This is an optimization exercise on Yosys and OpenROAD, whose aim is small area, not a production implementation. RTL that was checked went through simulation tests only; none was proved equivalent to the original. Power is estimated from default activity; no workload was simulated.

== rev 12 ==
Design fos_tdm_sched, start of the top module:
module fos_tdm_sched #(
    parameter int NCH = 4,
    parameter int DW  = 32,
    parameter int CW  = 11,
    localparam int CHW = $clog2(NCH)
) (
    input  logic              clk,
    input  logic              reset,
    input  logic [NCH-1:0]    in_valid,
    input  logic [NCH*DW-1:0] in_data,
    output logic [NCH-1:0]    in_ready,
    output logic              out_valid,
    output logic [DW-1:0]     out_data,
    output logic [CHW-1:0]    out_ch,
    input  logic              out_ready,
    input  logic              cfg_we,
    input  logic              cfg_clr,
    input  logic [CHW-1:0]    cfg_ch,
    input  logic [CW-1:0]     cfg_a1,
    input  logic [CW-1:0]     cfg_b1
);
For scale: roughly 2400 cells after synthesis, roughly 200 I/O pins, roughly 26000 µm² of cells after synthesis.
export LEC_CHECK = 0
export ABC_AREA = 1
export CAP_MARGIN = 20
export CORE_MARGIN = 2
export CORE_UTILIZATION = 65
export GPL_TIMING_DRIVEN = 1
export PLACE_DENSITY = 0.75
export SLEW_MARGIN = 20
create_clock -name core_clock -period 11.0 [get_ports {clk}]
standard.sh (not shown) runs the stock make flow with config.mk's settings and CLKGATE_MAP_FILE= SYNTH_SCRIPT=/design/flow/synth_recipe.tcl, a recipe that flattens the netlist after the stock synthesis.
==> flow/flow/run.sh <==
#!/bin/bash
set -euo pipefail
KNOBS=(
  "BUFFER_PORTS_ARGS=-buffer_cell sky130_fd_sc_hd__buf_1"
  "CTS_ARGS=-sink_clustering_enable -repair_clock_nets -dont_use_dummy_load -sink_clustering_size 24 -sink_clustering_max_diameter 150 -buf_list {sky130_fd_sc_hd__clkbuf_8 sky130_fd_sc_hd__clkbuf_16}"
)
bash standard.sh "${KNOBS[@]}" synth > standard_synth.log 2>&1

RES=orfs/results/sky130hd/fos_tdm_sched/base
LIB=$FLOW_HOME/platforms/sky130hd/lib/sky130_fd_sc_hd__tt_025C_1v80.lib
YOSYS=$FLOW_HOME/../tools/install/yosys/bin/yosys
[[ -x $YOSYS ]] || YOSYS=yosys
cp $RES/1_2_yosys.v $RES/1_2_yosys_standard.v
cat > resyn.ys <<EOF
read_liberty -ignore_miss_func $LIB
read_verilog $RES/1_2_yosys_standard.v
hierarchy -top $FLOW_TOP
setattr -mod -set blackbox 1 sky130_fd_sc_hd__fa_1 sky130_fd_sc_hd__ha_1 sky130_fd_sc_hd__edfxtp_1 sky130_fd_sc_hd__dfxtp_1 sky130_fd_sc_hd__conb_1
flatten
delete t:\$scopeinfo
opt_clean
abc -liberty $LIB -dont_use *lpflow* -dont_use *probe* -script +strash;dch;amap;topo
opt_clean
hilomap -singleton -hicell sky130_fd_sc_hd__conb_1 HI -locell sky130_fd_sc_hd__conb_1 LO
setundef -zero
splitnets
opt_clean -purge
stat -liberty $LIB
write_verilog -noattr -nohex -nodec $RES/1_2_yosys.v
EOF
$YOSYS -l resyn.log resyn.ys > /dev/null 2>&1
rm -f $RES/1_synth.odb $RES/1_synth.sdc
bash standard.sh "${KNOBS[@]}" finish > standard.log 2>&1
Input changes introduced in rev 13 (baseline for comparison: rev 12):
--- a/flow/design.v
+++ b/flow/design.v
@@ -21,13 +21,13 @@
 );
     logic [CW-1:0]  a1_q    [NCH];
     logic [CW-1:0]  b1_q    [NCH];
     logic [DW-1:0]  xprev_q [NCH];
     logic [DW-1:0]  yprev_q [NCH];
     logic [NCH-1:0] hz_q, cz_q;
-    logic [CHW-1:0] rr_q;
+    logic [NCH-1:0] rr_q;
     logic           out_valid_q;
     logic [DW-1:0]  out_data_q;
     logic [CHW-1:0] out_ch_q;
     logic           slot_free;
     logic           grant_found;
     logic [CHW-1:0] grant_idx;
@@ -35,22 +35,18 @@
     logic           accept;
     logic [DW-1:0]  x, xp, yp;
     logic [CW-1:0]  a1, b1;
     logic [DW-1:0]  y;
     assign slot_free = !out_valid_q || out_ready;
     always_comb begin
-        case (rr_q)
-            2'd0: gsel = in_valid[0] ? 4'b0001 : in_valid[1] ? 4'b0010 :
-                         in_valid[2] ? 4'b0100 : in_valid[3] ? 4'b1000 : 4'b0000;
-            2'd1: gsel = in_valid[1] ? 4'b0010 : in_valid[2] ? 4'b0100 :
-                         in_valid[3] ? 4'b1000 : in_valid[0] ? 4'b0001 : 4'b0000;
-            2'd2: gsel = in_valid[2] ? 4'b0100 : in_valid[3] ? 4'b1000 :
-                         in_valid[0] ? 4'b0001 : in_valid[1] ? 4'b0010 : 4'b0000;
-            default: gsel = in_valid[3] ? 4'b1000 : in_valid[0] ? 4'b0001 :
-                         in_valid[1] ? 4'b0010 : in_valid[2] ? 4'b0100 : 4'b0000;
-        endcase
+        gsel = '0;
+        for (int s = 0; s < NCH; s++)
+            if (rr_q[s])
+                for (int i = NCH - 1; i >= 0; i--)
+                    if (in_valid[(s + i) % NCH])
+                        gsel = NCH'(1) << ((s + i) % NCH);
         grant_found = |in_valid;
         grant_idx   = {gsel[3] | gsel[2], gsel[3] | gsel[1]};
     end
     assign accept   = reset && slot_free && grant_found;
     assign in_ready = accept ? gsel : '0;
     always_comb begin
@@ -1024,16 +1020,16 @@
     wire s302 = s238 ^ c269 ^ s270;
     wire [31:0] ra = {s302, s301, s300, s299, s298, s297, s296, s295, s294, s293, s292, s291, s290, s289, s288, s287, s286, s285, s284, s283, s282, s281, s280, s279, s278, s277, s276, s275, s274, s273, s272, s271};
     wire [31:0] rb = {c301, c300, c299, c298, c297, c296, c295, c294, c293, c292, c291, c290, c289, c288, c287, c286, c285, c284, c283, c282, c281, c280, c279, c278, c277, c276, c275, c274, c273, c272, c271, s239};
     assign y = ra + rb;
     always_ff @(posedge clk) begin
         if (!reset) begin
-            rr_q        <= '0;
+            rr_q        <= NCH'(1);
             out_valid_q <= 1'b0;
         end else if (accept) begin
-            rr_q        <= grant_idx + CHW'(1);
+            rr_q        <= {gsel[NCH-2:0], gsel[NCH-1]};
             out_valid_q <= 1'b1;
         end else if (out_ready) begin
             out_valid_q <= 1'b0;
         end
     end
     always_ff @(posedge clk) begin
In rev 13 the utilization after layout turned out 0.76 points higher than in rev 12.
The higher net load switching power came out of rev 13.
Global-route usage across rev 12 and rev 13: no real change.
Between rev 12 and rev 13, delay of the slowest cell on the worst path decreased.
In the tables for rev 12 and rev 13, shortest period the worst path allows reads lower with rev 12.
Relative to rev 12, ratio of final minimum period to clock period has gone up in rev 13.
Diff rev 12 -> rev 13: final cell count increased about 0.5%; wire length of the first global-routing pass now sits at about the same level; buffer count excluding the clock tree in the final layout rose 12.
Looking at launch point of the worst path, the in_valid[0] result is from rev 13; the in_valid[1] one comes from rev 12.
Length of routed wiring on met1 shrinks slightly when moving from rev 12 to rev 13.
Rev 13 reports a higher total power consumption of the routed design than rev 12 does.
Looking at estimated wirelength of the detail-placed design across both flows, rev 13 is the weaker of the two, with rev 12 ahead.
In rev 13 the sequential portion of the cell area turned out 0.23 points lower than in rev 12.
Function not checked in rev 13: the RTL went through the layout flow alone.

==> separate check: timing with driven ports <==
How much do the figures lean on ideal ports? The routed layouts below were timed once more, with nothing changed but the port constraints. Step 1: set_driving_cell puts a clkbuf_16 on clk and a buf_2 on each other input, an assumption about the parent block. Step 2, shift: input delay + t, output delay - t, t = (earliest + latest rising clock arrival at the registers) / 2. This alone moves slack from input paths to output paths. a / b / c = ideal ports / drivers / drivers and shift; a / b = the first two.
run | shift t [ns] | slack for setup (ns) | worst setup path after step 2 | worst register clock-pin slew, ns
rev 12 | 0.585 | 0.678 / 0.713 / 0.128 | input to register | 0.10 / 0.10
rev 13 | 0.592 | 0.552 / 0.576 / -0.016 | input to register | 0.09 / 0.09
Met with ideal ports but missed after step 2: setup timing in rev 13. For rev 13, which loses most, drivers alone change the setup slack by +0.024 ns; drivers and shift together by -0.568 ns.
